What follows belongs to an exercise in optimizing a design on an open flow for small area, a short achievable clock period and few clock cycles per item; a production flow would make more cautious choices. Where RTL was checked, it was by simulation tests only, not by an equivalence proof against the original. For run 5, only the layout was checked, not whether the RTL still works. Power and IR drop assume default switching activity.

<file path="flow/config.mk">
export PLATFORM = sky130hd
export DESIGN_NAME = cache_2way
export DESIGN_NICKNAME = cache_2way
export VERILOG_FILES = /design/flow/design.v
export SDC_FILE = /design/flow/constraint.sdc
export NUM_CORES = 4
export LEC_CHECK = 0
export CAP_MARGIN = 20
export CORE_MARGIN = 2
export CORE_UTILIZATION = 55
export CTS_CLUSTER_DIAMETER = 80
export CTS_CLUSTER_SIZE = 30
export SETUP_SLACK_MARGIN = 1.5
export SLEW_MARGIN = 20
export TNS_END_PERCENT = 5
</file>
<file path="flow/constraint.sdc">
create_clock -name core_clock -period 5.5 [get_ports {clk}]
set_input_delay 1.1000 -clock core_clock [delete_from_list [all_inputs] [get_ports {clk}]]
set_output_delay 1.1000 -clock core_clock [all_outputs]
set_load 0.01 [all_outputs]
</file>
<file path="flow/design.v">
`timescale 1ns/100ps
package cache_pkg;
	localparam int ADDR_W = 32;
	typedef logic [ADDR_W-1:0] addr_t;
	typedef enum logic {
		OP_WRITE = 1'b0,
		OP_READ  = 1'b1
	} cache_op_e;
	typedef enum logic [1:0] {
		IDLE,        
		WRITE_BACK,  
		FILL,        
		DONE         
	} ctrl_state_e;
endpackage
`timescale 1ns/100ps
`timescale 1ns/100ps
`timescale 1ns/100ps
module cache_2way #(
	parameter int WIDTH = 128,
	parameter int DEPTH = 4,
	localparam int BYTES = WIDTH / 8
) (
	input  logic             clk,
	input  logic             reset,
	input  cache_pkg::addr_t addr,
	input  logic             read_write,
	input  logic             master_enable,
	input  logic [BYTES-1:0] byte_enable,
	input  logic [WIDTH-1:0] data_in,
	output logic [WIDTH-1:0] data_out,
	output logic             hit,
	output logic             mem_write_req,
	output cache_pkg::addr_t mem_write_addr,
	output logic [WIDTH-1:0] mem_write_data,
	input  logic             mem_write_ack,
	output logic             mem_read_req,
	output cache_pkg::addr_t mem_read_addr,
	input  logic [WIDTH-1:0] mem_read_data,
	input  logic             mem_read_ack
);
	localparam int OFF_W = $clog2(BYTES);
	localparam int IDX_W = $clog2(DEPTH);
	localparam int TAG_W = cache_pkg::ADDR_W - OFF_W - IDX_W;
	logic [1:0][TAG_W-1:0] tags  [DEPTH];
	logic [1:0][WIDTH-1:0] lines [DEPTH];
	logic [DEPTH-1:0][1:0] valid;
	logic [DEPTH-1:0][1:0] dirty;
	logic                  wb_done;    
	logic                  fill_held;  
	logic [WIDTH-1:0]      fill_buf;
	logic [IDX_W-1:0]      idx;
	logic [TAG_W-1:0]      tag;
	logic                  is_write;
	logic [1:0]            set_dirty;
	logic [1:0][TAG_W-1:0] set_tag;
	logic [1:0][WIDTH-1:0] set_line;
	logic [DEPTH-1:0][1:0] match;
	logic [DEPTH-1:0]      set_victim_dirty;
	logic [1:0]            slot_hit;
	logic                  lookup_hit;
	logic                  victim_dirty;
	logic                  fill_ok;
	logic                  wb_ok;
	logic                  commit;
	logic [WIDTH-1:0]      line_new;
	assign idx      = addr[OFF_W +: IDX_W];
	assign tag      = addr[cache_pkg::ADDR_W-1 -: TAG_W];
	assign is_write = (read_write == cache_pkg::OP_WRITE);
	assign set_dirty = dirty[idx];
	assign set_tag   = tags[idx];
	assign set_line  = lines[idx];
	for (genvar s = 0; s < DEPTH; s++) begin : g_cmp
		for (genvar w = 0; w < 2; w++) begin : g_slot
			assign match[s][w] = valid[s][w] && (tags[s][w] == tag);
		end
		assign set_victim_dirty[s] = valid[s][1] && dirty[s][1];
	end
	assign slot_hit     = match[idx];
	assign lookup_hit   = |slot_hit;
	assign victim_dirty = set_victim_dirty[idx];
	assign mem_write_req  = master_enable && !lookup_hit && victim_dirty && !wb_done;
	assign mem_write_addr = {set_tag[1], idx, {OFF_W{1'b0}}};
	assign mem_write_data = set_line[1];
	assign mem_read_req   = master_enable && !lookup_hit && !fill_held;
	assign mem_read_addr  = {addr[cache_pkg::ADDR_W-1:OFF_W], {OFF_W{1'b0}}};
	assign fill_ok = fill_held || mem_read_ack;
	assign wb_ok   = !victim_dirty || wb_done || mem_write_ack;
	assign hit     = lookup_hit || (fill_ok && wb_ok);
	assign commit  = master_enable && hit;
	always_comb begin
		for (int b = 0; b < BYTES; b++) begin
			logic wbe;
			wbe = is_write && byte_enable[b];
			line_new[8*b +: 8] = ({8{wbe}} & data_in[8*b +: 8])
				| ({8{!wbe && slot_hit[0]}} & set_line[0][8*b +: 8])
				| ({8{!wbe && slot_hit[1]}} & set_line[1][8*b +: 8])
				| ({8{!wbe && !lookup_hit && !fill_held}} & mem_read_data[8*b +: 8])
				| ({8{!wbe && !lookup_hit && fill_held}} & fill_buf[8*b +: 8]);
		end
	end
	for (genvar s = 0; s < DEPTH; s++) begin : g_set
		logic mru_we;  
		logic lru_we;  
		assign mru_we = commit && (idx == s);
		assign lru_we = mru_we && !slot_hit[0];
		always_ff @(posedge clk) begin
			if (mru_we) begin
				lines[s][0] <= line_new;
				tags[s][0]  <= tag;
				dirty[s][0] <= is_write || (|(slot_hit & set_dirty));
			end
			if (lru_we) begin
				lines[s][1] <= lines[s][0];
				tags[s][1]  <= tags[s][0];
				dirty[s][1] <= dirty[s][0];
			end
		end
		always_ff @(posedge clk) begin
			if (reset) begin
				valid[s] <= '0;
			end else begin
				if (mru_we)
					valid[s][0] <= 1'b1;
				if (lru_we)
					valid[s][1] <= valid[s][0];
			end
		end
	end
	always_ff @(posedge clk) begin
		if (mem_read_ack)
			fill_buf <= mem_read_data;
	end
	always_ff @(posedge clk) begin
		if (reset || commit) begin
			wb_done   <= 1'b0;
			fill_held <= 1'b0;
		end else begin
			if (mem_write_req && mem_write_ack)
				wb_done <= 1'b1;
			if (mem_read_req && mem_read_ack)
				fill_held <= 1'b1;
		end
	end
	always_ff @(posedge clk) begin
		if (reset)
			data_out <= '0;
		else if (commit)
			data_out <= line_new;  
	end
endmodule
</file>
<file path="flow/run.sh">
#!/bin/bash
# synth_recipe.tcl (not shown) runs the flow's synth.tcl, then flattens the netlist and writes it again
# the make line also repeats each setting of config.mk as NAME=value (left out here)
make -C /OpenROAD-flow-scripts/flow DESIGN_CONFIG=/design/flow/config.mk WORK_HOME=/design/flow/orfs CLKGATE_MAP_FILE= SYNTH_SCRIPT=/design/flow/synth_recipe.tcl finish
</file>
==> results.txt, run 1 <==
outcome finished clean; Worst R2R Setup Slack 1.68 ns; CP arrival 3.04 ns; start of the worst register-to-register path tags[2][51]$_DFFE_PP_; worst hold path class flop to flop; Core ar. 112000 sq um; horizontal die dimension 340 um; Distinct cells, synth 40; cell repeated most along the worst path sky130_fd_sc_hd__buf_4; commonest cells after routing, fill and taps aside 1368 x sky130_fd_sc_hd__edfxtp_1, 586 x sky130_fd_sc_hd__clkdlybuf4s50_1, 284 x sky130_fd_sc_hd__mux4_2; Seq/Total Area, Yosys 70.7%; global-route wire length before repair 248000 um; post-synthesis instance total 3582; Slowest Stage Delay on Critical Path 0.35 ns; MaxCap Viol Count 0; critical path startpoint category primary input; Worst slew margin 26.6%; overall track demand over capacity in global routing 29.4%; average cell area after synthesis 17.3 sq um; post-synth top area share 66.3%; Top Layer Used met5; compound-cell area share of the yosys netlist 2.20%; sum of negative setup slack 0 ns; Initial Util 55.3%; global placement routability congestion 0.887; post-synthesis simple-gate area fraction 7.34%; number of buffers inserted by port buffering 620; data required time at the worst endpoint 4.40 ns; unrepaired setup endpoints after global routing yes; Die Y-Extent 340 um; endpoint type of the worst setup path output port; clock edge transition at the registers on the reported setup and hold paths 0.11 ns; area of the mapped netlist 62000 sq um; xor/xnor cell area share of the yosys netlist 2.94%; post-detailed-placement half-perimeter wirelength 109000 um; drt initial violations 3554; routed wire length on met3 12800 um; sinks on the clock net 1506; total detailed-routing wirelength 172000 um; average routed wire per standard cell 29.9 um; Yosys top cell by area sky130_fd_sc_hd__edfxtp_1; area growth from synthesis to layout 19.2%; final critical path time including I/O delays and setup 4.14 ns; adder-cell share of the synthesized area 0%; number of remaining DRC errors 0; buffer cell driving the clock tree root sky130_fd_sc_hd__clkbuf_16; count of fill cells added during filler insertion 7754; pin count of the biggest net entering global routing 173; clock latency reported for the late side of the worst-skew pair 0.69 ns; TritonCTS buffer count 66; post-route non-filler standard cell count 5752; Crit Path Class primary input to output port; # nets final 4511; CTS tree yes; count of endpoints failing hold in the final timing report 0; CP max stage cell sky130_fd_sc_hd__nor4_2; number of nets with antenna violations after detailed routing 0; number of pins exceeding their max-slew limit in the final report 0; upper clock frequency limit 241 MHz; Clock H-tree levels 3; Pwr Density 294 nW/um^2; register bit count reported by yosys 1506; IO Count 633; Via density 6.20; Final Hold Slack 0.444 ns; worst path cell trace buf_2 -> buf_4 -> xor2_2 -> nor4_2 -> nand4_1 -> o32ai_2 -> buf_4 -> mux2i_4 -> and3_4 -> nor2b_4 -> buf_6; instance count along the most critical hold path 0; number of warning messages in the yosys log 3; final total power 21700 uW; Met1 Wirelength 69400 um; actual transition at the worst max-transition pin 1.10 ns; multiplexer share of the synthesized area 14.5%; worst hold path startpoint lines[1][120]$_DFFE_PP_; Antenna Cells 0; cell types occupying the most area after synthesis sky130_fd_sc_hd__edfxtp_1 66%, sky130_fd_sc_hd__mux4_2 10%, sky130_fd_sc_hd__dfxtp_1 4.5%, sky130_fd_sc_hd__mux2i_1 4.2%, sky130_fd_sc_hd__xor2_1 2.9%; endpoint of the most critical register-to-register path lines[0][3]$_DFFE_PP_; layout cell share with drive strength beyond 1 16.5%; aggregate global routing overflow 0; dominant combinational cell family by area after synthesis multiplexers; met2 WL 85200 um; worst vdd ir 276 uV; standard-cell rows 123; leakage power figure 0.0249 uW; Total Die Area 115000 sq um; number of setup violations in the final report 0; top fanout value on the critical path 5; number of antenna violations at the first check in global routing 5; total number of vias 35668; final setup skew 0.0266 ns; cell count of the worst reg-to-reg path 13; vias in the first global route 36794; end point of the worst hold path lines[1][248]$_DFFE_PP_; fin crit share 75.3%; maximum buffer depth of the clock tree 3; First-pass DRT Iterations 7; placed cell count 5610; leading cell type in the layout, fill and taps excluded sky130_fd_sc_hd__edfxtp_1
critical path, delay by kind of cell:
kind	cells	cell delay, ns
and+or+nand+nor	4	0.86
buffers and inverters	4	0.64
xor gates and xnor gates	1	0.18
AOI/OAI and AO/OA	1	0.15
muxes	1	0.10
metrics by stage:
step,area [sq um],setup slack (ns),utilization [%]
4_1_cts,73800,1.38,65.8
6_report,73900,1.36,65.8
3_3_place_gp,70900,0.176,63.2
2_1_floorplan,62100,0.0844,-
5_1_grt,73900,1.30,65.8
3_5_place_dp,70900,0.185,63.2
metal layers:
layer  vias up  global-route usage, %
li1      15286                      -
met1     18627                   40.0
met2      1530                   49.2
met3       217                   5.51
met4         8                   7.51
met5         -                      0
flip-flops by register name (all words and copies together), names as in the netlist:
signal and count:
lines 1024, wb_done 1, dirty 8, valid 8
fill_buf 128, fill_held 1, data_out 128, tags 208
worst max path at each step:
stage                   from                 endpoint  slack [ns]  cells after the start
floorplan           addr[29]       dirty[6]$_DFFE_PP_        0.08                     11
global placement     addr[7]  lines[0][121]$_DFFE_PP_        0.18                     14
detailed placement   addr[7]  lines[0][121]$_DFFE_PP_        0.19                     14
CTS                 addr[13]             mem_read_req        1.38                     11
global route        addr[31]             mem_read_req        1.30                     11
finish              addr[16]             mem_read_req        1.36                     11
layout make-up:
class / instances / area [sq um] / share of cell area (%)
clock buffer: 93 / 1900 / 2.57
sequential: 1506 / 43800 / 59.3
multi-input combinational: 1798 / 17200 / 23.3
timing repair buffer: 822 / 8640 / 11.7
inverter: 7 / 41.3 / 0.0559
tap: 1500 / 1880 / 2.54
clock inverter: 26 / 325 / 0.440
cell usage after synthesis (all sizes together):
cell type,count
o32ai,1
nand3,12
a31o,1
nor2,267
nor3b,1
conb,1
nor4,47
nand2,132
mux2i,261
and2,1
clkbuf,132
dfxtp,138
o2bb2ai,1
xnor2,5
nand2b,20
a311oi,2
buf,146
a21oi,1
nand3b,131
edfxtp,1368
xor2,203
inv,7
or3b,1
o21ba,3
or2,2
o41ai,128
a2111o,4
nand4,9
mux4,284
nor3,137
and3,129
o22ai,3
a31oi,3
nor2b,1
power by group:
| group | internal [uW] | total [uW] | switching, uW |
|---|---|---|---|
| logic | 1090 | 2370 | 1270 |
| clock network | 2690 | 6310 | 3630 |
| registers | 12900 | 13000 | 153 |
| total | 16600 | 21700 | 5050 |
kinds of logic after synthesis:
logic type | count (synthesis)
flops | 1506
other cells | 1
buf+inv | 285
xor+xnor | 208
simple gates | 890
mux | 545
compound gates | 147
repair_timing:
action                                  in CTS  in global routing
hold endpoints to repair                     0                  0
setup buffers                               11                  0
resized for setup                          214                 13
pin swaps                                   38                  7
cloned                                      10                  2
endpoints found under the setup margin    1477                212
hold buffers                                 0                  0
Testbench counts, summed over its fixed seeds: cycles 43,878, items 24,000.
==> run 2, diff against run 1 <==
--- a/flow/config.mk
+++ b/flow/config.mk
@@ -10,4 +10,2 @@
 export CORE_UTILIZATION = 55
-export CTS_CLUSTER_DIAMETER = 80
-export CTS_CLUSTER_SIZE = 30
 export SETUP_SLACK_MARGIN = 1.5
==> run 2 against run 1 <==
Net effect: still clean; hold slack got worse by 0.0098 ns; cell area rose by 4.0%; clock skew fell by 0.0078 ns; core utilization rose by 2.6 points; maximum frequency fell by 0.28%; sequential share of layout area fell by 2.3 points; via count rose by 2.0%; synthesized cell count did not move; setup slack got worse by 0.012 ns.
==> results.txt, run 2 <==
average cell area after synthesis 17.3 sq um; final setup skew 0.0189 ns; Die Y-Extent 340 um; sinks on the clock net 1506; endpoint type of the worst setup path output port; upper clock frequency limit 241 MHz; worst hold path startpoint lines[0][22]$_DFFE_PP_; number of antenna violations at the first check in global routing 8; start of the worst register-to-register path tags[2][51]$_DFFE_PP_; fin crit share 75.5%; Total Die Area 115000 sq um; actual transition at the worst max-transition pin 1.10 ns; area of the mapped netlist 62000 sq um; buffer cell driving the clock tree root sky130_fd_sc_hd__clkbuf_16; # nets final 4606; First-pass DRT Iterations 5; number of warning messages in the yosys log 3; average routed wire per standard cell 29.5 um; IO Count 633; cell types occupying the most area after synthesis sky130_fd_sc_hd__edfxtp_1 66%, sky130_fd_sc_hd__mux4_2 10%, sky130_fd_sc_hd__dfxtp_1 4.5%, sky130_fd_sc_hd__mux2i_1 4.2%, sky130_fd_sc_hd__xor2_1 2.9%; Main synth FF type sky130_fd_sc_hd__edfxtp_1; CTS tree yes; global placement routability congestion 0.887; clock latency reported for the late side of the worst-skew pair 0.75 ns; total detailed-routing wirelength 175000 um; clock network fraction of design power 40.4%; Initial Util 55.3%; register bit count reported by yosys 1506; flip-flop count of the largest register, all copies and words added 1024; worst setup path startpoint addr[30]; number of buffers inserted by port buffering 620; hold_buf cts 0; area growth from synthesis to layout 23.9%; Seq/Total Area, Yosys 70.7%; data required time at the worst endpoint 4.40 ns; number of pins exceeding their max-slew limit in the final report 0; top register by number of flip-flops lines; leading cell type in the layout, fill and taps excluded sky130_fd_sc_hd__edfxtp_1; sum of negative setup slack 0 ns; total number of vias 36380; Clock H-tree levels 4; largest registers ranked by flip-flop count lines x1024, tags x208; Worst slew margin 26.8%; sequential share of power 50.4%; commonest cells after routing, fill and taps aside 1368 x sky130_fd_sc_hd__edfxtp_1, 586 x sky130_fd_sc_hd__clkdlybuf4s50_1, 284 x sky130_fd_sc_hd__mux4_2; post-synth top area share 66.3%; horizontal die dimension 340 um; worst vdd ir 319 uV; Core ar. 112000 sq um; pin count of the biggest net entering global routing 173; drt initial violations 3455; sequential cell area 43800 sq um; number of synthesized flops with an enable pin 1368; vias in the first global route 37831; Pwr Density 337 nW/um^2; aggregate global routing overflow 0; Distinct cells, synth 40; most repeated cell in the gate-level netlist after synthesis sky130_fd_sc_hd__edfxtp_1; MaxCap Viol Count 0; count of endpoints failing hold in the final timing report 0; unrepaired setup endpoints after global routing yes; slack of the critical path 1.35 ns; Sw Ratio 22.3%; most numerous cell types in the synthesized netlist 1368 x sky130_fd_sc_hd__edfxtp_1, 284 x sky130_fd_sc_hd__mux4_2, 267 x sky130_fd_sc_hd__nor2_1; Final Hold Slack 0.434 ns; sw power 5770 uW; post-synthesis instance total 3582; count of fill cells added during filler insertion 7453; worst hold path class flop to flop; Place WS 0.185 ns; TritonCTS buffer count 157; part of the total power dissipated in combinational logic 9.2%; internal cell power 20100 uW; share of synthesized flip-flops with an asynchronous set or reset 0%; Yosys top cell by area sky130_fd_sc_hd__edfxtp_1; number of nets with antenna violations after detailed routing 0; final critical path time including I/O delays and setup 4.15 ns; maximum buffer depth of the clock tree 3; number of setup violations in the final report 0; clock edge transition at the registers on the reported setup and hold paths 0.06 ns; global-route wire length before repair 252000 um; Crit Path Class primary input to output port; post-detailed-placement half-perimeter wirelength 109000 um; standard-cell rows 123; overall track demand over capacity in global routing 30.0%; critical path startpoint category primary input; footprint of the multi-input gates 17300 sq um; leakage power figure 0.0264 uW; number of remaining DRC errors 0; outcome finished clean; CP arrival 3.05 ns; top fanout value on the critical path 5; Via density 6.14; layout cell share with drive strength beyond 1 19.0%
==> run 2: critical path, cell delays in order <==
cell                            delay, ns
sky130_fd_sc_hd__dlygate4sd2_1       0.31
sky130_fd_sc_hd__buf_6               0.18
sky130_fd_sc_hd__xor2_2              0.20
sky130_fd_sc_hd__nor4_1              0.07
sky130_fd_sc_hd__nand4_1             0.13
sky130_fd_sc_hd__o32ai_2             0.09
sky130_fd_sc_hd__buf_4               0.14
sky130_fd_sc_hd__mux2i_4             0.25
sky130_fd_sc_hd__and3_4              0.25
sky130_fd_sc_hd__nor2b_4             0.20
sky130_fd_sc_hd__buf_6               0.13
==> run 2: path summary, 6_finish.rpt <==
kind                                           endpoint  slack (ns)  depth (start not counted)
worst max register to register    lines[1][3]$_DFFE_PP_        1.70                         13
worst min register to register  lines[0][150]$_DFFE_PP_        0.43                          0
worst min-delay path            lines[0][150]$_DFFE_PP_        0.43                          0
worst max-delay path                       mem_read_req        1.35                         11
==> run 2: per-layer routing <==
layer  track usage, %  share of wire (%)  vias up
li1                 -                  -    15586
met1             39.8                 40    18818
met2             48.9                 49     1677
met3             7.03                8.2      291
met4             10.9                3.3        8
met5                0              0.027        -
==> run 2: timing repair <==
item	CTS	global route
endpoints found under the hold margin	0	0
resized for setup	210	28
cloned	12	2
buffers inserted	10	3
pin swaps	38	13
endpoints found under the setup margin	1374	265
==> run 2: power groups by stage <==
stage / registers, uW / clock network (uW) / logic, uW
3_3_place_gp: 13200 / 0 / 2260
2_1_floorplan: 13300 / 0 / 1120
3_5_place_dp: 13300 / 0 / 2290
5_1_grt: 13100 / 11100 / 2510
4_1_cts: 13000 / 10600 / 2380
6_report: 13000 / 10400 / 2380
==> run 2: final cells by class <==
type | count | area share [%]
Antenna cell | 2 | 0.00652
Tap cell | 1500 | 2.44
Clock inverter | 72 | 0.860
Multi-Input combinational cell | 1798 | 22.5
Sequential cell | 1506 | 57.1
Clock buffer | 218 | 5.72
Timing Repair Buffer | 826 | 11.3
Inverter | 7 | 0.0538
==> run 2: logic make-up after synthesis <==
group	share of synthesized area [%]
and+or+nand+nor	7.34
AOI/OAI and AO/OA	2.20
DFF	70.7
buffers and inverters	2.25
other	0.00605
muxes	14.5
xor gates and xnor gates	2.94
==> run 2: through the flow <==
stage               instances  instance area (sq um)  util [%]  power (uW)
global placement         5610                  70900      63.2       15500
floorplan                3589                  62100         -       14400
finish                   5929                  76800      68.5       25900
CTS                      5922                  76700      68.3       26000
detailed placement       5610                  70900      63.2       15600
global route             5928                  76800      68.5       26600
==> run 3, diff against run 2 <==
--- a/flow/config.mk
+++ b/flow/config.mk
@@ -9,3 +9,5 @@
 export CORE_MARGIN = 2
-export CORE_UTILIZATION = 55
+export CORE_UTILIZATION = 65
+export CTS_CLUSTER_DIAMETER = 80
+export CTS_CLUSTER_SIZE = 26
 export SETUP_SLACK_MARGIN = 1.5
==> run 3 against run 2 <==
Net effect: sequential share of layout area is 2.9 points higher; sequential power hardly changed; sequential cell count unchanged; total power fell by 18%; still clean; die area down 15%; critical path type unchanged; synthesized cell count did not move; final cell count fell by 6.9%.
==> results.txt, run 3 <==
register bit count reported by yosys 1506; post-synthesis simple-gate area fraction 7.34%; post-detailed-placement half-perimeter wirelength 103000 um; standard-cell rows 113; number of buffers inserted by port buffering 620; MaxCap Viol Count 0; pin count of the biggest net entering global routing 147; global-route wire length before repair 241000 um; IO Count 633; core utilization of the finished layout 77.2%; dominant combinational cell family by area after synthesis multiplexers; placed cell count 5357; number of nets with antenna violations after detailed routing 0; Crit Path Class primary input to output port; Clock H-tree levels 3; cell count of the worst reg-to-reg path 14; most numerous cell types in the synthesized netlist 1368 x sky130_fd_sc_hd__edfxtp_1, 284 x sky130_fd_sc_hd__mux4_2, 267 x sky130_fd_sc_hd__nor2_1; Worst R2R Setup Slack 1.48 ns; post-route non-filler standard cell count 5521; flip-flop count of the largest register, all copies and words added 1024; fin crit share 76.5%; start of the worst register-to-register path tags[2][45]$_DFFE_PP_; layout cell share with drive strength beyond 1 15.8%; Worst slew margin 26.5%; multiplexer share of the synthesized area 14.5%; Seq/Total Area, Yosys 70.7%; clock latency reported for the late side of the worst-skew pair 0.67 ns; xor/xnor cell area share of the yosys netlist 2.94%; compound-cell area share of the yosys netlist 2.20%; Pwr Density 291 nW/um^2; Total Die Area 97900 sq um; largest registers ranked by flip-flop count lines x1024, tags x208; share of synthesized flip-flops with an asynchronous set or reset 0%; Distinct cells, synth 40; number of antenna violations at the first check in global routing 12; aggregate global routing overflow 0; leading cell type in the layout, fill and taps excluded sky130_fd_sc_hd__edfxtp_1; actual transition at the worst max-transition pin 1.10 ns; overall track demand over capacity in global routing 33.5%; number of remaining DRC errors 0; sum of negative setup slack 0 ns; CP arrival 3.11 ns; final critical path time including I/O delays and setup 4.21 ns; most repeated cell in the gate-level netlist after synthesis sky130_fd_sc_hd__edfxtp_1; TritonCTS buffer count 69; total detailed-routing wirelength 164000 um; outcome finished clean; drt initial violations 4335; Final Hold Slack 0.445 ns; sinks on the clock net 1506; global placement routability congestion 0.922; Via density 6.57; endpoint type of the worst setup path output port; Main synth FF type sky130_fd_sc_hd__edfxtp_1; # nets final 4505; instance count along the most critical hold path 0; count of endpoints failing hold in the final timing report 0; post-synthesis instance total 3582; vias in the first global route 37435; average routed wire per standard cell 29.7 um; Core ar. 94700 sq um; number of pins exceeding their max-slew limit in the final report 0; leakage power figure 0.0247 uW; top register by number of flip-flops lines; total number of vias 36253; data required time at the worst endpoint 4.40 ns; area growth from synthesis to layout 18.0%; maximum buffer depth of the clock tree 3; hold_buf cts 0; unrepaired setup endpoints after global routing yes; buffer cell driving the clock tree root sky130_fd_sc_hd__clkbuf_16; number of warning messages in the yosys log 3; worst vdd ir 291 uV; final setup skew 0.0216 ns; CTS tree yes; count of fill cells added during filler insertion 5429; critical path startpoint category primary input; number of setup violations in the final report 0; final cell area excluding filler cells 73100 sq um; average cell area after synthesis 17.3 sq um; area of the mapped netlist 62000 sq um; worst hold path startpoint lines[0][11]$_DFFE_PP_; First-pass DRT Iterations 5; clock edge transition at the registers on the reported setup and hold paths 0.09 ns; horizontal die dimension 313 um; number of synthesized flops with an enable pin 1368; adder-cell share of the synthesized area 0%; endpoint of the most critical register-to-register path data_out[79]$_SDFFE_PP0N_; Die Y-Extent 313 um; commonest cells after routing, fill and taps aside 1368 x sky130_fd_sc_hd__edfxtp_1, 586 x sky130_fd_sc_hd__clkdlybuf4s50_1, 284 x sky130_fd_sc_hd__mux4_2; Yosys top cell by area sky130_fd_sc_hd__edfxtp_1; Initial Util 65.4%; post-placement cell area 70200 sq um; worst hold path class flop to flop; top fanout value on the critical path 7; cell types occupying the most area after synthesis sky130_fd_sc_hd__edfxtp_1 66%, sky130_fd_sc_hd__mux4_2 10%, sky130_fd_sc_hd__dfxtp_1 4.5%, sky130_fd_sc_hd__mux2i_1 4.2%, sky130_fd_sc_hd__xor2_1 2.9%; upper clock frequency limit 238 MHz; post-synth top area share 66.3%; end point of the worst hold path lines[0][139]$_DFFE_PP_
[run 3: cell counts after synthesis]
Identical to the previous run, type by type.
[run 3: cell families (layout without fill, tap and decap cells)]
kind of cell | Yosys count | after routing
buffers and inverters | 285 | 948
AND/OR/NAND/NOR | 890 | 890
other | 1 | 12
multiplexers | 545 | 545
AO/OA/AOI/OAI | 147 | 147
flip-flops | 1506 | 1506
XOR/XNOR | 208 | 208
[run 3: final cells by class]
class | count | area [sq um] | area share [%]
sequential | 1506 | 43800 | 59.9
multi-input combinational | 1798 | 17200 | 23.5
timing repair buffer | 813 | 8390 | 11.5
clock buffer | 115 | 1940 | 2.65
tap | 1265 | 1580 | 2.16
clock inverter | 13 | 108 | 0.147
inverter | 7 | 41.3 | 0.0565
antenna | 4 | 10.0 | 0.0137
[run 3: worst max-delay path by stage]
| stage | start | end | slack [ns] | cells after the start |
|---|---|---|---|---|
| after floorplan | addr[29] | dirty[6]$_DFFE_PP_ | 0.08 | 11 |
| final | addr[12] | mem_read_req | 1.29 | 11 |
| after global routing | addr[12] | mem_read_req | 1.24 | 11 |
| after global placement | addr[22] | mem_read_req | 0.07 | 10 |
| after CTS | addr[9] | mem_read_req | 1.34 | 11 |
| after detailed placement | addr[20] | lines[1][59]$_DFFE_PP_ | 0.17 | 13 |
[run 3: routing by layer]
layer	up-vias	wire length [um]	GRT usage, %
met5	-	60	0
met3	287	16100	5.98
met2	2078	81200	55.0
met4	10	5650	11.1
met1	18584	61000	46.2
li1	15294	-	-
[run 3: critical path, stage by stage]
cell and delay [ns]:
sky130_fd_sc_hd__buf_6 0.10, sky130_fd_sc_hd__buf_12 0.13, sky130_fd_sc_hd__xor2_4 0.17, sky130_fd_sc_hd__nor4_2 0.30
sky130_fd_sc_hd__nand4_1 0.18, sky130_fd_sc_hd__o32ai_2 0.37, sky130_fd_sc_hd__mux2i_4 0.14, sky130_fd_sc_hd__buf_6 0.14
sky130_fd_sc_hd__and3_4 0.18, sky130_fd_sc_hd__nor2b_1 0.12, sky130_fd_sc_hd__buf_2 0.17
[run 3: what timing repair did]
action                                  4_1_cts  5_1_grt
resized for setup                           228       25
buffers inserted                             18        7
endpoints found under the setup margin     1795      253
cloned                                        6        1
pin swaps                                    35        9
[run 3: metrics by stage]
step | total power (uW) | setup WS [ns]
finish | 21300 | 1.29
global route | 21900 | 1.24
CTS | 21300 | 1.34
detailed placement | 15500 | 0.169
global placement | 15400 | 0.0714
floorplan | 14400 | 0.0844
[run 3: power breakdown]
part	switching [uW]	leakage (uW)	internal (uW)
Clock	3430	0.000978	2490
Combinational	1230	0.0101	1070
Sequential	162	0.0136	12900
==> run 4, diff against run 3 <==
==> flow/flow/run.sh (new file) <==
#!/bin/bash
# The standard layout, with two changes made through ORFS's own variables:
# - ports are buffered with the smallest buffer (buf_1) rather than the
#   delay buffer buffer_ports picks by default; timing repair still sizes
#   them up where paths need it;
# - clock tree synthesis clusters more sinks per leaf buffer and inserts no
#   dummy loads.
# Each make run writes its full output to a log of its own here, besides
# ORFS's per-step logs under orfs/logs.
set -euo pipefail
export BUFFER_PORTS_ARGS="-buffer_cell sky130_fd_sc_hd__buf_1"
export CTS_ARGS="-sink_clustering_enable -repair_clock_nets -dont_use_dummy_load -sink_clustering_size 26 -sink_clustering_max_diameter 80"
bash standard.sh > standard.log 2>&1
==> flow/standard.sh (new file) <==
#!/bin/bash
# synth_recipe.tcl (not shown) runs the flow's synth.tcl, then flattens the netlist and writes it again
# the make line also repeats each setting of config.mk as NAME=value (left out here)
make -C /OpenROAD-flow-scripts/flow DESIGN_CONFIG=/design/flow/config.mk WORK_HOME=/design/flow/orfs CLKGATE_MAP_FILE= SYNTH_SCRIPT=/design/flow/synth_recipe.tcl "${@:-finish}"
--- a/flow/config.mk
+++ b/flow/config.mk
@@ -9,5 +9,3 @@
 export CORE_MARGIN = 2
-export CORE_UTILIZATION = 65
-export CTS_CLUSTER_DIAMETER = 80
-export CTS_CLUSTER_SIZE = 26
+export CORE_UTILIZATION = 55
 export SETUP_SLACK_MARGIN = 1.5
removed: flow/run.sh
==> run 4 against run 3 <==
Net effect: sequential share of layout area grew 3.4 points; final cell count grew 2.5%; via count shrank 2.3%; count of clock-buffer cells in the layout shrank 43; die area grew 18%; maximum frequency grew 2.5%; global-route usage shrank 4.8 points; hold slack lost 0.016 ns; area after synthesis is the same; cell area shrank 5.4%; total power shrank 2.5%; largest power group unchanged.
==> results.txt, run 4 <==
Initial Util 55.3%; number of pins exceeding their max-slew limit in the final report 0; flip-flop count of the largest register, all copies and words added 1024; number of synthesized flops with an enable pin 1368; Main synth FF type sky130_fd_sc_hd__edfxtp_1; leading cell type in the layout, fill and taps excluded sky130_fd_sc_hd__edfxtp_1; sum of negative setup slack 0 ns; top fanout value on the critical path 8; number of antenna violations at the first check in global routing 8; average routed wire per standard cell 29.4 um; instance count along the most critical hold path 0; drt initial violations 3410; Die Y-Extent 340 um; CTS tree yes; final setup skew 0.0423 ns; most repeated cell in the gate-level netlist after synthesis sky130_fd_sc_hd__edfxtp_1; post-synthesis instance total 3582; largest registers ranked by flip-flop count lines x1024, tags x208; standard-cell rows 123; endpoint type of the worst setup path output port; Clock H-tree levels 3; horizontal die dimension 340 um; area of the mapped netlist 62000 sq um; share of synthesized flip-flops with an asynchronous set or reset 0%; leakage power figure 0.0229 uW; number of buffers inserted by port buffering 620; Worst slew margin 21.1%; register bit count reported by yosys 1506; First-pass DRT Iterations 7; worst path cell trace clkbuf_4 -> buf_4 -> xor2_2 -> nor4_1 -> nand4_1 -> o32ai_2 -> buf_4 -> mux2i_4 -> and3_4 -> nor2b_4 -> buf_6; count of endpoints failing hold in the final timing report 0; aggregate global routing overflow 0; internal cell power 16000 uW; clock edge transition at the registers on the reported setup and hold paths 0.10 ns; Pwr Density 299 nW/um^2; final cell area excluding filler cells 69200 sq um; actual transition at the worst max-transition pin 1.18 ns; final critical path time including I/O delays and setup 4.11 ns; fin crit share 74.7%; cell count of the worst reg-to-reg path 12; post-synth top area share 66.3%; layout cell share with drive strength beyond 1 14.9%; number of warning messages in the yosys log 3; most numerous cell types in the synthesized netlist 1368 x sky130_fd_sc_hd__edfxtp_1, 284 x sky130_fd_sc_hd__mux4_2, 267 x sky130_fd_sc_hd__nor2_1; worst vdd ir 273 uV; sequential share of power 62.8%; average cell area after synthesis 17.3 sq um; clock latency reported for the late side of the worst-skew pair 0.68 ns; part of the total power dissipated in combinational logic 9.5%; cell repeated most along the worst path sky130_fd_sc_hd__buf_4; sinks on the clock net 1506; overall track demand over capacity in global routing 28.7%; Slowest Stage Delay on Critical Path 0.24 ns; count of fill cells added during filler insertion 8360; critical path startpoint category primary input; Sw Ratio 23.0%; worst hold path class flop to flop; IO Count 633; number of nets with antenna violations after detailed routing 0; Total Die Area 115000 sq um; top register by number of flip-flops lines; commonest cells after routing, fill and taps aside 1368 x sky130_fd_sc_hd__edfxtp_1, 590 x sky130_fd_sc_hd__buf_1, 284 x sky130_fd_sc_hd__mux4_2; number of setup violations in the final report 0; cell types occupying the most area after synthesis sky130_fd_sc_hd__edfxtp_1 66%, sky130_fd_sc_hd__mux4_2 10%, sky130_fd_sc_hd__dfxtp_1 4.5%, sky130_fd_sc_hd__mux2i_1 4.2%, sky130_fd_sc_hd__xor2_1 2.9%; CP max stage cell sky130_fd_sc_hd__nor4_1; buffer cell driving the clock tree root sky130_fd_sc_hd__clkbuf_16; Distinct cells, synth 40; post-placement cell area 66500 sq um; maximum buffer depth of the clock tree 3; Via density 6.26; upper clock frequency limit 244 MHz; CP arrival 3.01 ns; # nets final 4469; global-route wire length before repair 243000 um; outcome finished clean; pin count of the biggest net entering global routing 135; vias in the first global route 36563; MaxCap Viol Count 0; Seq/Total Area, Yosys 70.7%; Core ar. 112000 sq um; total detailed-routing wirelength 167000 um; Crit Path Class primary input to output port; number of remaining DRC errors 0; data required time at the worst endpoint 4.40 ns; sw power 4770 uW; unrepaired setup endpoints after global routing yes; clock network fraction of design power 27.7%; Yosys top cell by area sky130_fd_sc_hd__edfxtp_1; total number of vias 35431; global placement routability congestion 0.884; post-detailed-placement half-perimeter wirelength 105000 um; TritonCTS buffer count 72; area growth from synthesis to layout 11.7%
==> run 4: stage by stage <==
step / util [%] / power (uW) / hold slack [ns] / cells / setup slack (ns)
3_3_place_gp: 59.3 / 15100 / 0.421 / 5556 / 0.697
6_report: 61.7 / 20700 / 0.429 / 5659 / 1.39
4_1_cts: 61.6 / 20900 / 0.432 / 5655 / 1.43
2_1_floorplan: - / 14400 / 0.421 / 3589 / 0.0844
3_5_place_dp: 59.3 / 15200 / 0.427 / 5556 / 0.623
5_1_grt: 61.7 / 21400 / 0.444 / 5658 / 1.32
==> run 4: logic make-up after synthesis <==
family,count (synthesis),synth area share [%]
flops,1506,70.7
compound gates,147,2.20
xor+xnor,208,2.94
simple gates,890,7.34
buf+inv,285,2.25
other cells,1,0.00605
mux,545,14.5
==> run 4: worst paths after layout <==
path	from	endpoint	slack [ns]
max	addr[29]	mem_read_req	1.39
min	lines[2][51]$_DFFE_PP_	lines[2][179]$_DFFE_PP_	0.43
max reg2reg	tags[1][21]$_DFFE_PP_	lines[2][20]$_DFFE_PP_	1.86
min reg2reg	lines[2][51]$_DFFE_PP_	lines[2][179]$_DFFE_PP_	0.43
==> run 4: metal layers <==
| layer | global-route usage, % | routed length [um] | share of wire [%] |
|---|---|---|---|
| met3 | 4.54 | 12200 | 7.3 |
| met1 | 40.2 | 68200 | 41 |
| met5 | 0 | 80 | 0.048 |
| met2 | 47.6 | 82100 | 49 |
| met4 | 7.02 | 4160 | 2.5 |
==> run 4: critical path, delay by kind of cell <==
kind | cells | cell delay, ns
AND/OR/NAND/NOR | 4 | 0.75
AO/OA/AOI/OAI | 1 | 0.18
XOR/XNOR | 1 | 0.19
multiplexers | 1 | 0.08
buffers and inverters | 4 | 0.69
==> run 4: area by class of cell <==
cell class | count | area [sq um] | area share (%)
Clock buffer | 72 | 1800 | 2.60
Multi-Input combinational cell | 1798 | 17300 | 24.9
Inverter | 7 | 41.3 | 0.0596
Timing Repair Buffer | 774 | 4400 | 6.35
Antenna cell | 2 | 5.00 | 0.00723
Tap cell | 1500 | 1880 | 2.71
Sequential cell | 1506 | 43800 | 63.3
==> run 4: repair_timing <==
item,CTS,global route
pin swaps,29,8
resized for setup,117,13
setup endpoints to repair,115,23
hold buffers,0,0
setup buffers,21,2
cloned,6,0
==> run 4: power by group through the flow <==
stage	logic (uW)	registers, uW	clock network, uW
2_1_floorplan	1120	13300	0
3_3_place_gp	1870	13200	0
3_5_place_dp	1890	13300	0
4_1_cts	1970	13000	5880
5_1_grt	2100	13000	6240
6_report	1970	13000	5750
==> run 5, diff against run 4 <==
--- a/flow/design.v
+++ b/flow/design.v
@@ -65,2 +65,3 @@
 	logic                  commit;
+	logic [IDX_W-1:0]      last_idx;   
 	logic [WIDTH-1:0]      line_new;
@@ -94,7 +95,7 @@
 			wbe = is_write && byte_enable[b];
-			line_new[8*b +: 8] = ({8{wbe}} & data_in[8*b +: 8])
-				| ({8{!wbe && slot_hit[0]}} & set_line[0][8*b +: 8])
-				| ({8{!wbe && slot_hit[1]}} & set_line[1][8*b +: 8])
-				| ({8{!wbe && !lookup_hit && !fill_held}} & mem_read_data[8*b +: 8])
-				| ({8{!wbe && !lookup_hit && fill_held}} & fill_buf[8*b +: 8]);
+			line_new[8*b +: 8] = ({8{!reset && wbe}} & data_in[8*b +: 8])
+				| ({8{!reset && !wbe && slot_hit[0]}} & set_line[0][8*b +: 8])
+				| ({8{!reset && !wbe && slot_hit[1]}} & set_line[1][8*b +: 8])
+				| ({8{!reset && !wbe && !lookup_hit && !fill_held}} & mem_read_data[8*b +: 8])
+				| ({8{!reset && !wbe && !lookup_hit && fill_held}} & fill_buf[8*b +: 8]);
 		end
@@ -104,4 +105,4 @@
 		logic lru_we;  
-		assign mru_we = commit && (idx == s);
-		assign lru_we = mru_we && !slot_hit[0];
+		assign mru_we = (commit && (idx == s)) || (reset && s == 0);
+		assign lru_we = commit && (idx == s) && !slot_hit[0];
 		always_ff @(posedge clk) begin
@@ -146,6 +147,7 @@
 		if (reset)
-			data_out <= '0;
+			last_idx <= '0;
 		else if (commit)
-			data_out <= line_new;  
+			last_idx <= idx;
 	end
+	assign data_out = lines[last_idx][0];
 endmodule
==> run 5 against run 4 <==
Net effect: cell area decreased by 2.5%; still clean; sequential cell count decreased by 126; clock skew increased by 0.0074 ns; critical endpoint is now mem_write_req.
==> results.txt, run 5 <==
leading cell type in the layout, fill and taps excluded sky130_fd_sc_hd__edfxtp_1; Total Die Area 112000 sq um; Main synth FF type sky130_fd_sc_hd__edfxtp_1; average routed wire per standard cell 34.5 um; final critical path time including I/O delays and setup 4.08 ns; number of nets with antenna violations after detailed routing 0; cell types occupying the most area after synthesis sky130_fd_sc_hd__edfxtp_1 68%, sky130_fd_sc_hd__mux4_2 15%, sky130_fd_sc_hd__mux2i_1 4.3%, sky130_fd_sc_hd__xor2_1 2.9%, sky130_fd_sc_hd__a31oi_1 1.3%; register bit count reported by yosys 1380; MaxCap Viol Count 0; clock latency reported for the late side of the worst-skew pair 0.68 ns; top register by number of flip-flops lines; Seq/Total Area, Yosys 68.5%; Die Y-Extent 335 um; layout cell share with drive strength beyond 1 19.7%; post-synth top area share 68.1%; post-synthesis instance total 3248; Initial Util 55.4%; drt initial violations 3615; count of endpoints failing hold in the final timing report 0; sequential cell area 41300 sq um; average cell area after synthesis 18.6 sq um; top fanout value on the critical path 6; endpoint type of the worst setup path output port; hold_buf cts 0; number of synthesized flops with an enable pin 1368; slack of the critical path 1.42 ns; footprint of the multi-input gates 18300 sq um; sum of negative setup slack 0 ns; area growth from synthesis to layout 12.0%; Distinct cells, synth 45; sinks on the clock net 1380; Place WS 0.568 ns; Final Hold Slack 0.451 ns; most repeated cell in the gate-level netlist after synthesis sky130_fd_sc_hd__edfxtp_1; post-detailed-placement half-perimeter wirelength 111000 um; global-route wire length before repair 258000 um; unrepaired setup endpoints after global routing yes; Via density 6.71; TritonCTS buffer count 66; total number of vias 35116; share of synthesized flip-flops with an asynchronous set or reset 0%; placed cell count 5136; vias in the first global route 36000; global placement routability congestion 0.889; overall track demand over capacity in global routing 32.2%; CP arrival 2.98 ns; fin crit share 74.2%; actual transition at the worst max-transition pin 1.14 ns; total detailed-routing wirelength 180000 um; post-route non-filler standard cell count 5237; clock edge transition at the registers on the reported setup and hold paths 0.09 ns; Clock H-tree levels 3; final setup skew 0.0498 ns; pin count of the biggest net entering global routing 107; Worst slew margin 23.7%; number of buffers inserted by port buffering 620; outcome finished clean; number of remaining DRC errors 0; IO Count 633; core utilization of the finished layout 62.0%; CTS tree yes; Crit Path Class primary input to output port; upper clock frequency limit 245 MHz; number of pins exceeding their max-slew limit in the final report 0; leakage power figure 0.0216 uW; standard-cell rows 121; Pwr Density 294 nW/um^2; First-pass DRT Iterations 5; number of antenna violations at the first check in global routing 20; # nets final 4126; critical path startpoint category primary input; aggregate global routing overflow 0; horizontal die dimension 335 um; worst hold path class flop to flop; area of the mapped netlist 60300 sq um; commonest cells after routing, fill and taps aside 1368 x sky130_fd_sc_hd__edfxtp_1, 592 x sky130_fd_sc_hd__buf_1, 412 x sky130_fd_sc_hd__mux4_2; most numerous cell types in the synthesized netlist 1368 x sky130_fd_sc_hd__edfxtp_1, 412 x sky130_fd_sc_hd__mux4_2, 260 x sky130_fd_sc_hd__mux2i_1; number of setup violations in the final report 0; flip-flop count of the largest register, all copies and words added 1024; count of fill cells added during filler insertion 7975; worst vdd ir 266 uV; buffer cell driving the clock tree root sky130_fd_sc_hd__clkbuf_16; Core ar. 109000 sq um; Yosys top cell by area sky130_fd_sc_hd__edfxtp_1; data required time at the worst endpoint 4.40 ns; number of warning messages in the yosys log 3; maximum buffer depth of the clock tree 3; largest registers ranked by flip-flop count lines x1024, tags x208, fill_buf x128
[run 5: changes by cell type in the layout (fill, tap and decap cells not counted), sizes merged, moves of 127 or more]
cell	previous run	this run
mux4	284	412
and3	129	2
nand3b	131	2
o21ai	0	130
o41ai	128	0
nor2	267	6
[run 5: logic make-up after synthesis]
| logic type | count (synthesis) | synth area share [%] |
|---|---|---|
| other | 1 | 0.00622 |
| buffers and inverters | 272 | 2.40 |
| muxes | 673 | 19.7 |
| xor gates and xnor gates | 208 | 3.02 |
| AOI/OAI and AO/OA | 285 | 2.77 |
| and+or+nand+nor | 429 | 3.55 |
| DFF | 1380 | 68.5 |
[run 5: area by class of cell]
cell class | instances | area share (%)
sequential | 1380 | 61.2
multi-input combinational | 1603 | 27.1
timing repair buffer | 759 | 6.50
tap | 1414 | 2.62
clock buffer | 66 | 2.45
inverter | 6 | 0.0593
antenna | 9 | 0.0334
[run 5: worst paths after layout]
kind,start,end,slack (ns),cells after the start
hold / removal,dirty[4]$_DFFE_PP_,dirty[5]$_DFFE_PP_,0.45,0
setup reg to reg,tags[2][33]$_DFFE_PP_,lines[3][40]$_DFFE_PP_,1.66,11
hold reg to reg,dirty[4]$_DFFE_PP_,dirty[5]$_DFFE_PP_,0.45,0
setup / recovery,addr[21],mem_write_req,1.42,10
[run 5: where the power goes]
group	switching [uW]	internal (uW)
clock network	3180	2160
logic	1430	902
registers	191	12000
[run 5: layer usage]
metal / vias to the layer above / routed length, um / global-route usage (%)
met3: 295 / 15700 / 5.95
met2: 1784 / 89200 / 52.8
met4: 18 / 6740 / 11.2
met5: - / 120 / 0
met1: 18700 / 68700 / 43.7
li1: 14319 / - / -
[run 5: critical path, stage by stage]
cell and delay [ns]:
sky130_fd_sc_hd__buf_1 0.11, sky130_fd_sc_hd__buf_6 0.16, sky130_fd_sc_hd__xor2_2 0.20, sky130_fd_sc_hd__nor4_2 0.27, sky130_fd_sc_hd__buf_4 0.17, sky130_fd_sc_hd__nand4_1 0.17, sky130_fd_sc_hd__o22ai_4 0.35, sky130_fd_sc_hd__nor2_4 0.08
sky130_fd_sc_hd__and4_4 0.23, sky130_fd_sc_hd__buf_1 0.13
[run 5: repair_timing]
action | 4_1_cts | 5_1_grt
resized for setup | 121 | 57
buffers inserted | 12 | 6
cloned | 6 | 2
setup endpoints to repair | 848 | 189
pin swaps | 13 | 16
[run 5: through the flow]
| stage | cell area [sq um] | power [uW] |
|---|---|---|
| after global placement | 64600 | 14600 |
| after floorplan | 60500 | 13600 |
| after CTS | 67200 | 19900 |
| final | 67500 | 19800 |
| after detailed placement | 64600 | 14600 |
| after global routing | 67500 | 20400 |
==> run 6, diff against run 5 <==
--- a/flow/design.v
+++ b/flow/design.v
@@ -56,3 +56,3 @@
 	logic [1:0][TAG_W-1:0] set_tag;
-	logic [1:0][WIDTH-1:0] set_line;
+	logic [WIDTH-1:0]      lru_line;   
 	logic [DEPTH-1:0][1:0] match;
@@ -72,3 +72,3 @@
 	assign set_tag   = tags[idx];
-	assign set_line  = lines[idx];
+	assign lru_line  = lines[idx][1];
 	for (genvar s = 0; s < DEPTH; s++) begin : g_cmp
@@ -84,3 +84,3 @@
 	assign mem_write_addr = {set_tag[1], idx, {OFF_W{1'b0}}};
-	assign mem_write_data = set_line[1];
+	assign mem_write_data = lru_line;
 	assign mem_read_req   = master_enable && !lookup_hit && !fill_held;
@@ -96,4 +96,3 @@
 			line_new[8*b +: 8] = ({8{!reset && wbe}} & data_in[8*b +: 8])
-				| ({8{!reset && !wbe && slot_hit[0]}} & set_line[0][8*b +: 8])
-				| ({8{!reset && !wbe && slot_hit[1]}} & set_line[1][8*b +: 8])
+				| ({8{!reset && !wbe && slot_hit[1]}} & lru_line[8*b +: 8])
 				| ({8{!reset && !wbe && !lookup_hit && !fill_held}} & mem_read_data[8*b +: 8])
@@ -103,9 +102,16 @@
 	for (genvar s = 0; s < DEPTH; s++) begin : g_set
-		logic mru_we;  
-		logic lru_we;  
+		logic              mru_we;  
+		logic              lru_we;  
+		logic [BYTES-1:0]  byte_we;
 		assign mru_we = (commit && (idx == s)) || (reset && s == 0);
 		assign lru_we = commit && (idx == s) && !slot_hit[0];
+		for (genvar b = 0; b < BYTES; b++) begin : g_byte
+			assign byte_we[b] = mru_we && (!slot_hit[0] || (is_write && byte_enable[b]) || reset);
+			always_ff @(posedge clk) begin
+				if (byte_we[b])
+					lines[s][0][8*b +: 8] <= line_new[8*b +: 8];
+			end
+		end
 		always_ff @(posedge clk) begin
 			if (mru_we) begin
-				lines[s][0] <= line_new;
 				tags[s][0]  <= tag;
--- a/flow/config.mk
+++ b/flow/config.mk
@@ -10,3 +10,3 @@
 export CORE_UTILIZATION = 55
-export SETUP_SLACK_MARGIN = 1.5
+export SETUP_SLACK_MARGIN = 2.5
 export SLEW_MARGIN = 20
==> run 6 against run 5 <==
Net effect: hold slack worse by 0.015 ns; sequential power is essentially flat; clock power is 6.6% lower; clock skew up 0.0081 ns; total power is 2.5% lower; setup slack got worse by 0.14 ns.
==> results.txt, run 6 <==
outcome finished clean; drt initial violations 3510; number of buffers inserted by port buffering 620; worst vdd ir 245 uV; top register by number of flip-flops lines; flip-flop count of the largest register, all copies and words added 1024; Die Y-Extent 321 um; sum of negative setup slack 0 ns; aggregate global routing overflow 0; count of fill cells added during filler insertion 7013; final total power 19300 uW; Main synth FF type sky130_fd_sc_hd__edfxtp_1; horizontal die dimension 321 um; Via density 6.27; average routed wire per standard cell 32.8 um; actual transition at the worst max-transition pin 1.06 ns; number of setup violations in the final report 0; cell types occupying the most area after synthesis sky130_fd_sc_hd__edfxtp_1 75%, sky130_fd_sc_hd__mux4_2 12%, sky130_fd_sc_hd__xor2_1 3.0%, sky130_fd_sc_hd__mux2i_1 2.4%, sky130_fd_sc_hd__a22oi_1 1.7%; Distinct cells, synth 47; vias in the first global route 30532; post-detailed-placement half-perimeter wirelength 103000 um; data required time at the worst endpoint 4.40 ns; largest registers ranked by flip-flop count lines x1024, tags x208, fill_buf x128; Final Hold Slack 0.436 ns; sequential cell area 41300 sq um; footprint of the multi-input gates 13500 sq um; number of nets with antenna violations after detailed routing 0; Initial Util 55.3%; commonest cells after routing, fill and taps aside 1368 x sky130_fd_sc_hd__edfxtp_1, 520 x sky130_fd_sc_hd__buf_1, 284 x sky130_fd_sc_hd__mux4_2; most repeated cell in the gate-level netlist after synthesis sky130_fd_sc_hd__edfxtp_1; fin crit share 76.8%; post-synth top area share 74.5%; leakage power figure 0.0206 uW; global placement routability congestion 0.864; number of warning messages in the yosys log 3; clock edge transition at the registers on the reported setup and hold paths 0.10 ns; total number of vias 30431; leading cell type in the layout, fill and taps excluded sky130_fd_sc_hd__edfxtp_1; Clock H-tree levels 2; average cell area after synthesis 20.0 sq um; Core ar. 99700 sq um; worst hold path class flop to flop; number of synthesized flops with an enable pin 1368; Pwr Density 300 nW/um^2; area of the mapped netlist 55100 sq um; Yosys top cell by area sky130_fd_sc_hd__edfxtp_1; Seq/Total Area, Yosys 75.0%; IO Count 633; sinks on the clock net 1380; number of antenna violations at the first check in global routing 26; critical path startpoint category primary input; core utilization of the finished layout 64.6%; CP arrival 3.12 ns; unrepaired setup endpoints after global routing yes; top fanout value on the critical path 8; overall track demand over capacity in global routing 29.9%; most numerous cell types in the synthesized netlist 1368 x sky130_fd_sc_hd__edfxtp_1, 284 x sky130_fd_sc_hd__mux4_2, 188 x sky130_fd_sc_hd__xor2_1; final setup skew 0.0578 ns; area growth from synthesis to layout 17.0%; upper clock frequency limit 237 MHz; endpoint type of the worst setup path output port; buffer and inverter count on the worst path 6; maximum buffer depth of the clock tree 3; layout cell share with drive strength beyond 1 24.2%; CTS tree yes; count of endpoints failing hold in the final timing report 0; global-route wire length before repair 216000 um; share of synthesized flip-flops with an asynchronous set or reset 0%; number of pins exceeding their max-slew limit in the final report 0; cell repeated most along the worst path sky130_fd_sc_hd__buf_4; Worst R2R Setup Slack 1.74 ns; clock latency reported for the late side of the worst-skew pair 0.73 ns; Worst slew margin 29.6%; Total Die Area 103000 sq um; MaxCap Viol Count 0; worst path cell trace buf_1 -> buf_6 -> buf_4 -> buf_4 -> xnor2_1 -> nand4_1 -> nor4_4 -> buf_4 -> nor2_4 -> a21oi_4 -> nor3_4 -> buf_2; First-pass DRT Iterations 6; hold_buf cts 0; Place WS 0.178 ns; number of remaining DRC errors 0; slack of the critical path 1.28 ns; TritonCTS buffer count 60; cell family contributing the most delay on the critical path buffers and inverters; register bit count reported by yosys 1380; final critical path time including I/O delays and setup 4.22 ns; total detailed-routing wirelength 159000 um; buffer cell driving the clock tree root sky130_fd_sc_hd__clkbuf_16; Crit Path Class primary input to output port; Slowest Stage Delay on Critical Path 0.37 ns; CP max stage cell sky130_fd_sc_hd__nor4_4; # nets final 3852; standard-cell rows 116; pin count of the biggest net entering global routing 63; post-synthesis instance total 2750
==> run 6: repair_timing <==
action / CTS / global route
pin swaps: 14 / 33
gates resized for setup: 111 / 284
buffers inserted: 33 / 50
cloned: 12 / 18
setup endpoints to repair: 2060 / 2054
==> run 6: metal layers <==
metal | up-vias | part of all wire, % | wire [um] | track usage [%]
met4 | 28 | 2.7 | 4250 | 7.94
met3 | 221 | 8.9 | 14200 | 6.47
met1 | 16087 | 38 | 60200 | 39.5
li1 | 12692 | - | - | -
met2 | 1403 | 50 | 80200 | 50.5
met5 | - | 0.11 | 178 | 0
==> run 6: through the flow <==
| step | std cells | area, sq um |
|---|---|---|
| after floorplan | 2757 | 55300 |
| after global placement | 4665 | 60100 |
| after detailed placement | 4665 | 60100 |
| after CTS | 4770 | 62700 |
| after global routing | 4846 | 64400 |
| final | 4854 | 64400 |
==> run 6: path summary, 6_finish.rpt <==
check,startpoint,endpoint,cells after the start
worst max-delay path,addr[18],mem_read_req,12
worst min-delay path,lines[1][5]$_DFFE_PP_,lines[1][133]$_DFFE_PP_,0
worst max register to register,tags[3][37]$_DFFE_PP_,lines[1][127]$_DFFE_PP_,13
worst min register to register,lines[1][5]$_DFFE_PP_,lines[1][133]$_DFFE_PP_,0
==> run 6: area by class of cell <==
class | instances | area share [%]
Sequential cell | 1380 | 64.1
Multi-Input combinational cell | 1170 | 20.9
Timing Repair Buffer | 922 | 10.0
Tap cell | 1298 | 2.52
Clock buffer | 60 | 2.33
Antenna cell | 16 | 0.0621
Inverter | 8 | 0.0466
==> run 6: report_power, final <==
group,switching (uW),internal (uW),total [uW]
clock network,3040,1950,4990
registers,151,12000,12100
logic,1320,882,2200
total,4510,14800,19300
==> run 6: kinds of logic (layout without fill, tap and decap cells) <==
group | Yosys count | after routing | share of synthesized area [%]
simple gates | 230 | 230 | 2.29
xor+xnor | 208 | 208 | 3.31
mux | 418 | 418 | 14.0
compound gates | 306 | 306 | 3.59
buf+inv | 207 | 990 | 1.79
other cells | 1 | 24 | 0.00681
flops | 1380 | 1380 | 75.0
==> run 6: worst register-to-register path, cell delays in order (launching register included) <==
cell and delay, ns:
sky130_fd_sc_hd__edfxtp_1 0.51, sky130_fd_sc_hd__xor2_4 0.24, sky130_fd_sc_hd__nor4_4 0.29, sky130_fd_sc_hd__nand4_1 0.24
sky130_fd_sc_hd__o41ai_4 0.32, sky130_fd_sc_hd__buf_4 0.20, sky130_fd_sc_hd__buf_4 0.11, sky130_fd_sc_hd__buf_4 0.11
sky130_fd_sc_hd__o22ai_4 0.23, sky130_fd_sc_hd__buf_4 0.34, sky130_fd_sc_hd__nor2_1 0.32, sky130_fd_sc_hd__buf_4 0.23
sky130_fd_sc_hd__a22oi_1 0.09, sky130_fd_sc_hd__o21ai_0 0.26
Testbench counts of run 6, summed over its fixed seeds: cycles 43,878, items 24,000.
==> run 7, diff against run 6 <==
--- a/flow/config.mk
+++ b/flow/config.mk
@@ -10,3 +10,3 @@
 export CORE_UTILIZATION = 55
-export SETUP_SLACK_MARGIN = 2.5
+export SETUP_SLACK_MARGIN = 1.5
 export SLEW_MARGIN = 20
==> run 7 against run 6 <==
Net effect: sequential share of layout area increased by 1.8 points; clock power barely moved; routed wire length fell by 4.6%; highest routed layer unchanged; combinational power is about 10% lower; largest power group unchanged.
==> results.txt, run 7 <==
sinks on the clock net 1380; Initial Util 55.3%; clock edge transition at the registers on the reported setup and hold paths 0.10 ns; area growth from synthesis to layout 13.7%; sum of negative setup slack 0 ns; worst hold path startpoint lines[2][56]$_DFFE_PP_; Total Die Area 103000 sq um; standard-cell rows 116; endpoint of the most critical register-to-register path lines[2][118]$_DFFE_PP_; clock latency reported for the late side of the worst-skew pair 0.72 ns; post-synth top area share 74.5%; Die Y-Extent 321 um; MaxCap Viol Count 0; CP arrival 3.07 ns; maximum buffer depth of the clock tree 3; Main synth FF type sky130_fd_sc_hd__edfxtp_1; count of endpoints failing hold in the final timing report 0; Crit Path Class primary input to output port; layout cell share with drive strength beyond 1 20.2%; number of remaining DRC errors 0; flip-flop count of the largest register, all copies and words added 1024; post-detailed-placement half-perimeter wirelength 103000 um; Core ar. 99700 sq um; CTS tree yes; overall track demand over capacity in global routing 29.2%; post-placement cell area 60100 sq um; data required time at the worst endpoint 4.40 ns; unrepaired setup endpoints after global routing yes; total number of vias 29630; number of setup violations in the final report 0; actual transition at the worst max-transition pin 1.05 ns; average routed wire per standard cell 31.9 um; First-pass DRT Iterations 6; global placement routability congestion 0.864; average cell area after synthesis 20.0 sq um; leading cell type in the layout, fill and taps excluded sky130_fd_sc_hd__edfxtp_1; drt initial violations 3024; TritonCTS buffer count 60; outcome finished clean; largest registers ranked by flip-flop count lines x1024, tags x208, fill_buf x128; most repeated cell in the gate-level netlist after synthesis sky130_fd_sc_hd__edfxtp_1; hold_buf cts 0; pin count of the biggest net entering global routing 85; worst hold path class flop to flop; core utilization of the finished layout 62.8%; Worst slew margin 30.0%; vias in the first global route 30321; number of antenna violations at the first check in global routing 27; worst vdd ir 249 uV; area of the mapped netlist 55100 sq um; endpoint type of the worst setup path output port; upper clock frequency limit 240 MHz; instance count along the most critical hold path 0; Via density 6.22; buffer cell driving the clock tree root sky130_fd_sc_hd__clkbuf_16; Distinct cells, synth 47; final setup skew 0.0510 ns; aggregate global routing overflow 0; Clock H-tree levels 2; post-synthesis instance total 2750; critical path startpoint category primary input; end point of the worst hold path lines[2][184]$_DFFE_PP_; horizontal die dimension 321 um; start of the worst register-to-register path tags[3][37]$_DFFE_PP_; commonest cells after routing, fill and taps aside 1368 x sky130_fd_sc_hd__edfxtp_1, 594 x sky130_fd_sc_hd__buf_1, 284 x sky130_fd_sc_hd__mux4_2; number of synthesized flops with an enable pin 1368; number of pins exceeding their max-slew limit in the final report 0; Pwr Density 305 nW/um^2; cell count of the worst reg-to-reg path 12; most numerous cell types in the synthesized netlist 1368 x sky130_fd_sc_hd__edfxtp_1, 284 x sky130_fd_sc_hd__mux4_2, 188 x sky130_fd_sc_hd__xor2_1; Worst R2R Setup Slack 1.72 ns; Yosys top cell by area sky130_fd_sc_hd__edfxtp_1; final critical path time including I/O delays and setup 4.17 ns; cell types occupying the most area after synthesis sky130_fd_sc_hd__edfxtp_1 75%, sky130_fd_sc_hd__mux4_2 12%, sky130_fd_sc_hd__xor2_1 3.0%, sky130_fd_sc_hd__mux2i_1 2.4%, sky130_fd_sc_hd__a22oi_1 1.7%; final total power 19100 uW; top fanout value on the critical path 13; number of nets with antenna violations after detailed routing 0; IO Count 633; # nets final 3770; share of synthesized flip-flops with an asynchronous set or reset 0%; Seq/Total Area, Yosys 75.0%; total detailed-routing wirelength 152000 um; register bit count reported by yosys 1380; final cell area excluding filler cells 62600 sq um; number of buffers inserted by port buffering 620; number of warning messages in the yosys log 3; fin crit share 75.9%; top register by number of flip-flops lines; leakage power figure 0.0196 uW; global-route wire length before repair 211000 um
## run 7: cell counts after synthesis
Identical to the previous run, type by type.
## run 7: cells by family after synthesis
group                  after synthesis  share of synthesized area, %
AND/OR/NAND/NOR                    230                          2.29
multiplexers                       418                          14.0
other                                1                       0.00681
XOR/XNOR                           208                          3.31
AO/OA/AOI/OAI                      306                          3.59
buffers and inverters              207                          1.79
flip-flops                        1380                          75.0
## run 7: worst max-delay path by stage
stage / from / cells after the start / slack (ns) / endpoint
4_1_cts: addr[19] / 11 / 1.22 / mem_read_req
3_5_place_dp: addr[26] / 12 / 0.18 / tags[2][18]$_DFFE_PP_
5_1_grt: addr[6] / 12 / 1.26 / mem_read_req
2_1_floorplan: addr[19] / 10 / -2.70 / valid[5]$_SDFFE_PP0P_
3_3_place_gp: addr[26] / 12 / 0.22 / lines[3][117]$_DFFE_PP_
6_report: addr[22] / 10 / 1.33 / mem_read_req
## run 7: repair_timing
action / in CTS / in global routing
resized for setup: 69 / 81
cloned: 0 / 1
buffers inserted: 15 / 15
endpoints found under the setup margin: 1374 / 412
pin swaps: 11 / 33
## run 7: area by class of cell
class,count,area (sq um)
diodes,9,22.5
clock buffers,60,1500
fillers,7184,37100
inverters,8,30.0
multi-input cells,1170,13400
flip-flops and latches,1380,41300
well taps,1298,1620
repair buffers,840,4720
## run 7: power by group
part | internal, uW | leakage (uW) | switching [uW] | total, uW
Combinational | 731 | 0.00604 | 1240 | 1970
Sequential | 12000 | 0.0128 | 163 | 12200
Clock | 1950 | 0.000739 | 3030 | 4970
## run 7: stage by stage
stage | cells | hold slack (ns) | setup WS, ns
2_1_floorplan | 2757 | 0.421 | -2.70
3_3_place_gp | 4665 | 0.423 | 0.223
6_report | 4765 | 0.444 | 1.33
4_1_cts | 4740 | 0.429 | 1.22
5_1_grt | 4764 | 0.435 | 1.26
3_5_place_dp | 4665 | 0.427 | 0.178
## run 7: per-layer routing
| metal | vias to the layer above | routed length (um) | track usage [%] |
|---|---|---|---|
| li1 | 12507 | - | - |
| met1 | 15588 | 57300 | 38.1 |
| met2 | 1277 | 76800 | 49.2 |
| met3 | 230 | 12900 | 6.79 |
| met4 | 28 | 4680 | 8.99 |
| met5 | - | 183 | 0 |
## run 7: critical path: stages
cell and delay (ns):
sky130_fd_sc_hd__buf_1 0.07, sky130_fd_sc_hd__buf_4 0.19, sky130_fd_sc_hd__xnor2_1 0.36, sky130_fd_sc_hd__nand4_1 0.22, sky130_fd_sc_hd__o41ai_4 0.44, sky130_fd_sc_hd__buf_4 0.18
sky130_fd_sc_hd__nor2_2 0.05, sky130_fd_sc_hd__a21oi_4 0.20, sky130_fd_sc_hd__nor3_4 0.07, sky130_fd_sc_hd__buf_2 0.18

-- separate check: timing with driven ports --
No port has a modelled driver above. Below, the same layouts with a new extraction and two added sets of constraints. Step 1 assumes that a clkbuf_16 drives the clock port and a buf_2 every other input. Step 2 also shifts input and output timing later by t, the mid clock arrival at the registers, as if the neighbouring blocks saw the same clock. Slacks: no drivers / after step 1 / after step 2; pairs: no drivers / after step 1.
run | t, ns | setup WS [ns] | hold WS [ns] | latest minus earliest clock arrival (ns) | cell pins on the clock port's net
run 1 | 0.752 | 1.359 / 1.244 / 0.754 | 0.444 / 0.444 / 0.444 | 0.027 / 0.027 | 1
run 2 | 0.819 | 1.347 / 1.249 / 0.735 | 0.434 / 0.434 / 0.434 | 0.020 / 0.021 | 1
run 3 | 0.735 | 1.291 / 1.183 / 0.638 | 0.445 / 0.445 / 0.445 | 0.026 / 0.026 | 1
run 4 | 0.736 | 1.393 / 1.242 / 0.855 | 0.429 / 0.429 / 0.429 | 0.049 / 0.049 | 1
run 5 | 0.734 | 1.417 / 1.393 / 0.845 | 0.451 / 0.451 / 0.451 | 0.050 / 0.050 | 1
run 6 | 0.774 | 1.277 / 1.257 / 0.900 | 0.436 / 0.436 / 0.436 | 0.058 / 0.058 | 1
run 7 | 0.764 | 1.326 / 1.296 / 0.862 | 0.444 / 0.444 / 0.444 | 0.051 / 0.051 | 1
After both steps setup and hold are still met in every run listed. The setup slack of run 3, which loses most, moves by -0.108 ns with the drivers and by -0.653 ns with both steps.
